From an optimization exercise on the open Yosys and OpenROAD flow, aimed at small area; shortcuts taken in it are not production practice. In this exercise RTL edits were held to simulation tests only and were not proved equivalent to the original. Power and IR drop assume default switching activity.

[config.mk]
export PLATFORM = sky130hd
export DESIGN_NAME = bp_top
export DESIGN_NICKNAME = bp_top
export VERILOG_FILES = /design/flow/design.v
export SDC_FILE = /design/flow/constraint.sdc
export NUM_CORES = 4
export LEC_CHECK = 0
export CAP_MARGIN = 20
export CELL_PAD_IN_SITES_DETAIL_PLACEMENT = 1
export CELL_PAD_IN_SITES_GLOBAL_PLACEMENT = 2
export CORE_MARGIN = 2
export CORE_UTILIZATION = 25
export PLACE_DENSITY = 0.4
export SLEW_MARGIN = 20
[constraint.sdc]
create_clock -name core_clock -period 6.0 [get_ports {clk}]
set_input_delay 1.2000 -clock core_clock [delete_from_list [all_inputs] [get_ports {clk}]]
set_output_delay 1.2000 -clock core_clock [all_outputs]
set_load 0.01 [all_outputs]
[design.v]
`timescale 1ns/1ns
package bp_pkg;
  typedef logic [31:0] pc_t;   
  typedef enum logic [1:0] {
    CTR_SNT = 2'b00,   
    CTR_WNT = 2'b01,   
    CTR_WT  = 2'b10,   
    CTR_ST  = 2'b11    
  } ctr_t;
  typedef struct packed {
    logic valid;    
    pc_t  src_pc;   
    pc_t  target;   
  } btb_entry_t;
  localparam int ENTRY_W = 65;   
  localparam int CTR_W   = 2;    
  localparam btb_entry_t ENTRY_RESET = '0;        
  localparam ctr_t       CTR_RESET   = CTR_SNT;   
endpackage
`timescale 1ns/1ns
module bp_entry_ram #(
  parameter int  NUM_ENTRIES = 64,
  parameter int  WIDTH       = 1,       
  parameter logic [WIDTH-1:0] RESET_VALUE = '0,   
  localparam int IDX_W       = $clog2(NUM_ENTRIES)
) (
  input  logic             clk,
  input  logic             rst_n,
  input  logic             rd_en,         
  input  logic [IDX_W-1:0] rd_idx,
  output logic [WIDTH-1:0] rd_data,       
  input  logic             rd2_en,        
  input  logic [IDX_W-1:0] rd2_idx,
  output logic [WIDTH-1:0] rd2_data,
  input  logic             wr_en,
  input  logic [IDX_W-1:0] wr_idx,
  input  logic [WIDTH-1:0] wr_data
);
  logic [WIDTH-1:0] mem [NUM_ENTRIES];   
  always_ff @(posedge clk or negedge rst_n) begin
    if (!rst_n) begin
      for (int i = 0; i < NUM_ENTRIES; i++) begin
        mem[i] <= RESET_VALUE;   
      end
    end else if (wr_en) begin
      mem[wr_idx] <= wr_data;
    end
  end
  always_ff @(posedge clk) begin
    if (rd_en) rd_data <= mem[rd_idx];
    if (rd2_en) rd2_data <= mem[rd2_idx];
  end
endmodule
`timescale 1ns/1ns
module bp_update_slave (
  input  logic        clk,
  input  logic        rst_n,
  input  logic        wb_cyc,
  input  logic        wb_stb,
  input  logic        wb_we,
  input  bp_pkg::pc_t wb_adr,       
  input  bp_pkg::pc_t wb_dat_i,     
  input  logic        wb_tgd_i,     
  output logic        wb_ack,
  output logic        wb_err,
  output logic        upd_valid,    
  output bp_pkg::pc_t upd_pc,
  output bp_pkg::pc_t upd_target,
  output logic        upd_taken
);
  logic req;            
  logic ack_q;
  logic err_q;
  bp_pkg::pc_t  adr_q;          
  bp_pkg::pc_t  dat_q;          
  logic tgd_q;          
  assign req = wb_cyc && wb_stb && !ack_q && !err_q;
  always_ff @(posedge clk or negedge rst_n) begin
    if (!rst_n) begin
      ack_q <= 1'b0;
      err_q <= 1'b0;
    end else begin
      ack_q <= req && wb_we;    
      err_q <= req && !wb_we;   
    end
  end
  always_ff @(posedge clk) begin
    if (req && wb_we) begin
      adr_q <= wb_adr;
      dat_q <= wb_dat_i;
      tgd_q <= wb_tgd_i;
    end
  end
  assign wb_ack     = ack_q;
  assign wb_err     = err_q;
  assign upd_valid  = ack_q;   
  assign upd_pc     = adr_q;
  assign upd_target = dat_q;
  assign upd_taken  = tgd_q;
endmodule
`timescale 1ns/1ns
module bp_predict_core #(
  parameter int  NUM_ENTRIES = 64,
  localparam int IDX_W       = $clog2(NUM_ENTRIES)
) (
  input  logic        clk,
  input  logic        rst_n,
  input  logic        fetch_valid,
  input  bp_pkg::pc_t fetch_pc,
  input  logic        upd_valid,
  input  bp_pkg::pc_t upd_pc,
  input  bp_pkg::pc_t upd_target,
  input  logic        upd_taken,
  output logic        look_valid,    
  output bp_pkg::pc_t look_pc,
  output logic        look_hit,
  output bp_pkg::pc_t look_target
);
  logic       f_valid_q;     
  bp_pkg::pc_t        f_pc_q;
  logic       l_valid_q;     
  bp_pkg::pc_t        l_pc_q;
  bp_pkg::btb_entry_t ent_rd;        
  bp_pkg::ctr_t       ctr_rd;
  logic       u_valid_q;     
  bp_pkg::pc_t        u_pc_q;
  bp_pkg::pc_t        u_target_q;
  logic       u_taken_q;
  bp_pkg::btb_entry_t u_ent;         
  bp_pkg::ctr_t       u_ctr;
  logic       tag_match;
  bp_pkg::btb_entry_t ent_next;
  logic [1:0]         ctr_next;
  logic       wr_en;
  function automatic logic [1:0] ctr_move(logic [1:0] c, logic up);
    logic [1:0] r;
    r = c;
    if (up && c != bp_pkg::CTR_ST) r = c + 2'd1;        
    else if (!up && c != bp_pkg::CTR_SNT) r = c - 2'd1;   
    ctr_move = r;
  endfunction
  always_ff @(posedge clk or negedge rst_n) begin
    if (!rst_n) begin
      f_valid_q <= 1'b0;
      l_valid_q <= 1'b0;
      u_valid_q <= 1'b0;
    end else begin
      f_valid_q <= fetch_valid;
      l_valid_q <= f_valid_q;
      u_valid_q <= upd_valid;
    end
  end
  always_ff @(posedge clk) begin
    f_pc_q     <= fetch_pc;
    l_pc_q     <= f_pc_q;
    u_pc_q     <= upd_pc;
    u_target_q <= upd_target;
    u_taken_q  <= upd_taken;
  end
  bp_entry_ram #(.NUM_ENTRIES(NUM_ENTRIES), .WIDTH(bp_pkg::ENTRY_W),
                .RESET_VALUE(bp_pkg::ENTRY_RESET)) entry_ram_i (
    .clk(clk), .rst_n(rst_n),
    .rd_en(f_valid_q), .rd_idx(f_pc_q[IDX_W+1:2]), .rd_data(ent_rd),
    .rd2_en(upd_valid), .rd2_idx(upd_pc[IDX_W+1:2]), .rd2_data(u_ent),
    .wr_en(wr_en), .wr_idx(u_pc_q[IDX_W+1:2]), .wr_data(ent_next)
  );
  bp_entry_ram #(.NUM_ENTRIES(NUM_ENTRIES), .WIDTH(bp_pkg::CTR_W),
                .RESET_VALUE(bp_pkg::CTR_RESET)) ctr_ram_i (
    .clk(clk), .rst_n(rst_n),
    .rd_en(f_valid_q), .rd_idx(f_pc_q[IDX_W+1:2]), .rd_data(ctr_rd),
    .rd2_en(upd_valid), .rd2_idx(upd_pc[IDX_W+1:2]), .rd2_data(u_ctr),
    .wr_en(wr_en), .wr_idx(u_pc_q[IDX_W+1:2]), .wr_data(ctr_next)
  );
  assign tag_match = u_ent.valid && (u_ent.src_pc == u_pc_q);
  assign wr_en     = u_valid_q && (tag_match || u_taken_q);   
  always_comb begin
    ent_next = u_ent;
    ctr_next = u_ctr;
    if (tag_match) begin
      ctr_next = ctr_move(u_ctr, u_taken_q);
      if (u_taken_q) ent_next.target = u_target_q;   
    end else begin
      ent_next = {1'b1, u_pc_q, u_target_q};   
      ctr_next = bp_pkg::CTR_WT;
    end
  end
  assign look_valid  = l_valid_q;
  assign look_pc     = l_pc_q;
  assign look_hit    = l_valid_q && ent_rd.valid && (ent_rd.src_pc == l_pc_q) && ctr_rd[1];
  assign look_target = ent_rd.target;
endmodule
`timescale 1ns/1ns
module bp_next_pc (
  input  logic        clk,
  input  logic        rst_n,
  input  logic        look_valid,
  input  bp_pkg::pc_t look_pc,
  input  logic        look_hit,
  input  bp_pkg::pc_t look_target,
  output logic        pred_valid,
  output logic        pred_hit,
  output bp_pkg::pc_t pred_next_pc
);
  bp_pkg::pc_t next_pc;   
  assign next_pc = look_hit ? look_target : look_pc + 32'd4;   
  always_ff @(posedge clk or negedge rst_n) begin
    if (!rst_n) begin
      pred_valid <= 1'b0;
      pred_hit   <= 1'b0;
    end else begin
      pred_valid <= look_valid;
      pred_hit   <= look_hit;   
    end
  end
  always_ff @(posedge clk) begin
    if (look_valid) pred_next_pc <= next_pc;   
  end
endmodule
`timescale 1ns/1ns
module bp_top #(
  parameter int NUM_ENTRIES = 32   
) (
  input  logic        clk,
  input  logic        rst_n,
  input  logic        fetch_valid,
  input  bp_pkg::pc_t fetch_pc,
  output logic        pred_valid,
  output logic        pred_hit,
  output bp_pkg::pc_t pred_next_pc,
  input  logic        wb_cyc,
  input  logic        wb_stb,
  input  logic        wb_we,
  input  bp_pkg::pc_t wb_adr,       
  input  bp_pkg::pc_t wb_dat_i,     
  input  logic        wb_tgd_i,     
  output logic        wb_ack,
  output logic        wb_err
);
  logic upd_valid;     
  bp_pkg::pc_t  upd_pc;
  bp_pkg::pc_t  upd_target;
  logic upd_taken;
  logic look_valid;    
  bp_pkg::pc_t  look_pc;
  logic look_hit;
  bp_pkg::pc_t  look_target;
  bp_update_slave update_slave_i (
    .clk(clk), .rst_n(rst_n),
    .wb_cyc(wb_cyc), .wb_stb(wb_stb), .wb_we(wb_we),
    .wb_adr(wb_adr), .wb_dat_i(wb_dat_i), .wb_tgd_i(wb_tgd_i),
    .wb_ack(wb_ack), .wb_err(wb_err),
    .upd_valid(upd_valid), .upd_pc(upd_pc),
    .upd_target(upd_target), .upd_taken(upd_taken)
  );
  bp_predict_core #(.NUM_ENTRIES(NUM_ENTRIES)) predict_core_i (
    .clk(clk), .rst_n(rst_n),
    .fetch_valid(fetch_valid), .fetch_pc(fetch_pc),
    .upd_valid(upd_valid), .upd_pc(upd_pc),
    .upd_target(upd_target), .upd_taken(upd_taken),
    .look_valid(look_valid), .look_pc(look_pc),
    .look_hit(look_hit), .look_target(look_target)
  );
  bp_next_pc next_pc_i (
    .clk(clk), .rst_n(rst_n),
    .look_valid(look_valid), .look_pc(look_pc),
    .look_hit(look_hit), .look_target(look_target),
    .pred_valid(pred_valid), .pred_hit(pred_hit),
    .pred_next_pc(pred_next_pc)
  );
endmodule
[run.sh]
#!/bin/bash
# synth_recipe.tcl (not shown) runs the flow's synth.tcl, then flattens the netlist and writes it again
# the make line also repeats each setting of config.mk as NAME=value (left out here)
make -C /OpenROAD-flow-scripts/flow DESIGN_CONFIG=/design/flow/config.mk WORK_HOME=/design/flow/orfs CLKGATE_MAP_FILE= SYNTH_SCRIPT=/design/flow/synth_recipe.tcl finish
==> run notes <==
[report_power, final]
group | leakage, uW | total [uW] | internal (uW) | switching (uW)
Sequential | 0.0330 | 18200 | 17700 | 500
Clock | 0.00526 | 20300 | 11800 | 8540
Combinational | 0.0252 | 1930 | 600 | 1340
Total | 0.0635 | 40400 | 30000 | 10400
[cell usage after synthesis, types with 2 or more instances]
cell type | n | area [sq um]
sky130_fd_sc_hd__a21oi_1 | 296 | 1480
sky130_fd_sc_hd__a22oi_1 | 1995 | 15000
sky130_fd_sc_hd__and2_1 | 20 | 125
sky130_fd_sc_hd__and3_1 | 4 | 25.0
sky130_fd_sc_hd__buf_1 | 130 | 488
sky130_fd_sc_hd__buf_2 | 183 | 916
sky130_fd_sc_hd__buf_4 | 6 | 45.0
sky130_fd_sc_hd__buf_6 | 4 | 45.0
sky130_fd_sc_hd__clkbuf_1 | 587 | 2200
sky130_fd_sc_hd__dfrtp_1 | 2151 | 53800
sky130_fd_sc_hd__dfxtp_1 | 129 | 2580
sky130_fd_sc_hd__edfxtp_1 | 230 | 6910
sky130_fd_sc_hd__ha_1 | 3 | 37.5
sky130_fd_sc_hd__inv_1 | 8 | 30.0
sky130_fd_sc_hd__mux2_1 | 12 | 135
sky130_fd_sc_hd__mux2_2 | 1951 | 22000
sky130_fd_sc_hd__mux2_4 | 24 | 360
sky130_fd_sc_hd__nand2_1 | 821 | 3080
sky130_fd_sc_hd__nand2b_1 | 65 | 407
sky130_fd_sc_hd__nand3_1 | 19 | 95.1
sky130_fd_sc_hd__nand3b_1 | 9 | 67.6
sky130_fd_sc_hd__nand4_1 | 154 | 963
sky130_fd_sc_hd__nand4b_1 | 4 | 35.0
sky130_fd_sc_hd__nor2_1 | 233 | 875
sky130_fd_sc_hd__nor2b_1 | 62 | 388
sky130_fd_sc_hd__nor3_1 | 146 | 731
sky130_fd_sc_hd__nor3b_1 | 7 | 52.6
sky130_fd_sc_hd__nor3b_2 | 4 | 50.1
sky130_fd_sc_hd__nor4_1 | 150 | 938
sky130_fd_sc_hd__nor4_2 | 4 | 50.1
sky130_fd_sc_hd__nor4b_1 | 2 | 17.5
sky130_fd_sc_hd__nor4b_2 | 3 | 45.0
sky130_fd_sc_hd__or2_2 | 58 | 363
sky130_fd_sc_hd__or3_1 | 11 | 68.8
sky130_fd_sc_hd__or3b_2 | 7 | 61.3
sky130_fd_sc_hd__or4_1 | 6 | 45.0
sky130_fd_sc_hd__xnor2_1 | 69 | 604
sky130_fd_sc_hd__xnor2_2 | 2 | 32.5
sky130_fd_sc_hd__xor2_1 | 24 | 210
[flip-flops by register name (all words and copies together) (netlist names), 2 cells and up]
signal / flops
predict_core_i.entry_ram_i.rd2_data: 65
next_pc_i.pred_next_pc: 32
update_slave_i.dat_q: 32
predict_core_i.entry_ram_i.rd_data: 65
predict_core_i.f_pc_q: 32
predict_core_i.ctr_ram_i.mem: 64
predict_core_i.entry_ram_i.mem: 2080
predict_core_i.l_pc_q: 32
predict_core_i.ctr_ram_i.rd2_data: 2
update_slave_i.adr_q: 32
predict_core_i.u_target_q: 32
predict_core_i.u_pc_q: 32
[through the flow]
stage          worst slack [ns]  utilization [%]
6_report                   1.05             30.1
4_1_cts                   0.946             30.0
3_5_place_dp              0.971             27.7
2_1_floorplan             0.550                -
3_3_place_gp              0.882             27.7
5_1_grt                    1.08             30.1
[layer usage]
metal | track usage [%] | vias up
met5 | 0 | -
met3 | 4.00 | 1114
met4 | 10.6 | 8
li1 | - | 36100
met2 | 52.1 | 4289
met1 | 45.9 | 52900
[final cells by class]
type / instances / area share [%]
Antenna cell: 25 / 0.0453
Clock buffer: 489 / 6.90
Clock inverter: 113 / 0.846
Inverter: 8 / 0.0217
Multi-Input combinational cell: 6172 / 35.6
Sequential cell: 2510 / 45.8
Tap cell: 6149 / 5.57
Timing Repair Buffer: 619 / 5.25
[kinds of logic (layout without fill, tap and decap cells)]
group	after synthesis	in the layout	synth area share, %
adder cells (fa/ha/maj)	3	3	0.0325
AO/OA/AOI/OAI	2292	2292	14.3
flip-flops	2510	2510	54.9
buffers and inverters	919	1229	3.23
AND/OR/NAND/NOR	1794	1794	7.39
XOR/XNOR	95	95	0.734
other	0	25	0
multiplexers	1988	1988	19.5
[worst max-delay path by stage]
stage	cells after the start	slack [ns]	end	start
after global placement	7	0.88	predict_core_i.entry_ram_i.mem[17][23]	predict_core_i.u_pc_q[7]
final	9	1.05	predict_core_i.entry_ram_i.mem[4][26]	predict_core_i.u_pc_q[30]
after CTS	8	0.95	predict_core_i.entry_ram_i.mem[4][24]	predict_core_i.u_pc_q[17]
after detailed placement	8	0.97	predict_core_i.entry_ram_i.mem[4][24]	predict_core_i.u_pc_q[17]
after floorplan	2	0.55	update_slave_i.adr_q[0]	wb_cyc
after global routing	9	1.08	predict_core_i.entry_ram_i.mem[4][63]	predict_core_i.u_pc_q[30]
==> results by group <==
Status
  – Result of the run: finished clean

Clock network
  – Number of clock buffers inserted by TritonCTS: 330
  – TritonCTS clock tree: yes
  – Clock Latency Late Sink: 1.00 ns
  – Number of clock sinks: 2510
  – Post-CTS Setup Bufs: 0
  – Post-CTS resize count: 0
  – Clock root buffer: sky130_fd_sc_hd__clkbuf_16
  – Post-CTS clock slew at the launch and capture registers of the worst setup and hold paths: 0.06 ns
  – CTS Hold Buffers Added: 0
  – Number of H-tree branching levels: 5
  – Buffer levels on the longest clock path: 4

STA
  – Tcrit/Tclk final: 82.5%
  – Minimum hold slack: 0.114 ns
  – Sum of negative setup slack: 0 ns
  – Setup violation total in the final timing report: 0
  – Pins Over Slew Limit: 0
  – Period minus WS final: 4.95 ns
  – Fmax: 202 MHz
  – Clk_skew: 0.0623 ns
  – Slew @ Worst Pin: 1.31 ns
  – Unrepaired setup endpoints after global routing: false
  – Final hold violation count: 0
  – Worst slew margin relative to its limit: 12.9%

Power and ir drop
  – Worst IR drop on VDD: 0.200 mV
  – Power density normalized to cell area: 292 nW/um^2
  – Total power draw: 40400 uW
  – Leak pwr: 0.0635 uW

Critical path
  – Worst R2R End: predict_core_i.entry_ram_i.mem[4][26]
  – Element type at the critical path end: flip-flop
  – Crit path required time: 6.85 ns
  – Length in cells of the worst reg-to-reg path: 9
  – Worst path bufs/invs: 3
  – Crit-path cells: buf_4 > xnor2_1 > nand4_1 > nor4b_2 > a31oi_4 > buf_4 > nor3b_4 > buf_12 > mux2_2
  – Critical setup path kind: reg -> reg
  – Highest net fanout along the worst path: 33
  – Critical path's most frequent cell: sky130_fd_sc_hd__buf_4
  – Critical path launch point type: flip-flop
  – Maximum cell stage delay along the critical path: 0.95 ns
  – Slowest-stage cell, CP: sky130_fd_sc_hd__xnor2_1
  – Flop-to-flop setup slack: 1.05 ns
  – Largest delay share family, worst path: simple AND/OR/NAND/NOR gates
  – FF-to-FF Start: predict_core_i.u_pc_q[30]
  – Critical Path AT: 5.80 ns

Synthesis
  – Distinct cell type count of the synthesized netlist: 47
  – Number of warnings printed during yosys synthesis: 7
  – Predominant post-synthesis flop cell: sky130_fd_sc_hd__dfrtp_1
  – Post-synthesis register bit count: 2510
  – Gate count after technology mapping: 9601
  – Post-synthesis net count: 9707
  – Cell Area, Synth: 115000 sq um
  – FFs w/ async S/R, synth: 85.7%
  – Post-synth EDFFs: 230
  – Syn avg cell area: 12.0 sq um
  – Post-synthesis sequential area ratio: 54.9%

Placement
  – Cell area after placement: 127000 sq um
  – Count of buffers inserted at the top-level ports: 138
  – Dpl cells: 15500
  – DP HPWL: 448 mm
  – RD Place Congestion: 0.813

Floorplanning
  – Die area: 467000 sq um
  – Top Ports: 139
  – Row cnt: 249
  – Area of the core region: 460000 sq um
  – Vert. Die Dim: 683 um
  – Effective utilization at floorplan: 25.1%
  – Horizontal die dimension: 683 um

Routing
  – Top routing layer used: met5
  – Routed met1 length: 356 mm
  – Total wire length after detailed routing: 785 mm
  – Average wire per standard cell: 48.8 um
  – Number of routed nets with antenna violations: 0
  – Total via count in the routed design: 94500
  – Via count normalized by instance count: 5.87
  – Drt initial violations: 10300
  – Total met2 wirelength after detailed routing: 359 mm
  – Drt pass-1 iters: 6
  – Wire length on met3: 42.7 mm
  – Detailed-route DRC error count: 0

Layout
  – Area occupied by multi-input gates: 49100 sq um
  – Fraction of final layout cells sized beyond drive strength 1: 31.8%
  – Total number of nets in the final design: 9747
  – Final standard cell area without fillers: 138000 sq um
  – Most used cells in the layout excluding fill and tap cells: 2148 x sky130_fd_sc_hd__dfrtp_1, 1995 x sky130_fd_sc_hd__a22oi_1, 1951 x sky130_fd_sc_hd__mux2_2, 821 x sky130_fd_sc_hd__nand2_1, 337 x sky130_fd_sc_hd__clkbuf_16
  – Area growth from synthesis to layout: 19.8%
  – Sequential Area: 63300 sq um
  – Most common cell after layout, fill and taps aside: sky130_fd_sc_hd__dfrtp_1
  – Number of standard cells in the layout, taps in and fillers out: 16100
  – Layout filler cell count: 49100

GRT
  – Total congestion overflow after global routing: 0
  – Total global-route track usage: 32.7%
  – Global-route wire length before repair: 1020 mm
  – Maximum number of pins on one net before global-route repair: 153
  – Number of antenna violations at the first check in global routing: 102
  – Via count of the first global-routing pass: 96900

Min path
  – Worst hold-check path type: in -> async

Job
  – Number of maximum-capacitance constraint violations: 0

==> afterwards: timing with drivers on the ports <==
No port has a modelled driver above. Below, the same layout with a new extraction and two added sets of constraints. Step 1 assumes that a clkbuf_16 drives the clock port and a buf_2 every other input. Step 2 times the ports against the registers' clock, not the clock port: input delays grow and output delays shrink by t, the midpoint of the rising clock arrivals with the driver on. a / b / c = ideal ports / drivers / drivers and shift; a / b = the first two.
t, ns: 1.082
setup WS [ns]: 1.050 / 1.050 / 1.050
clock arrival spread, ns: 0.066 / 0.066
slew at the worst register clock pin (ns): 0.07 / 0.07
worst data-port slew with drivers (ns): 0.09
After both steps setup and hold are still met in this run. The setup slack of this run moves by 0.000 ns with the drivers and by 0.000 ns with both steps.
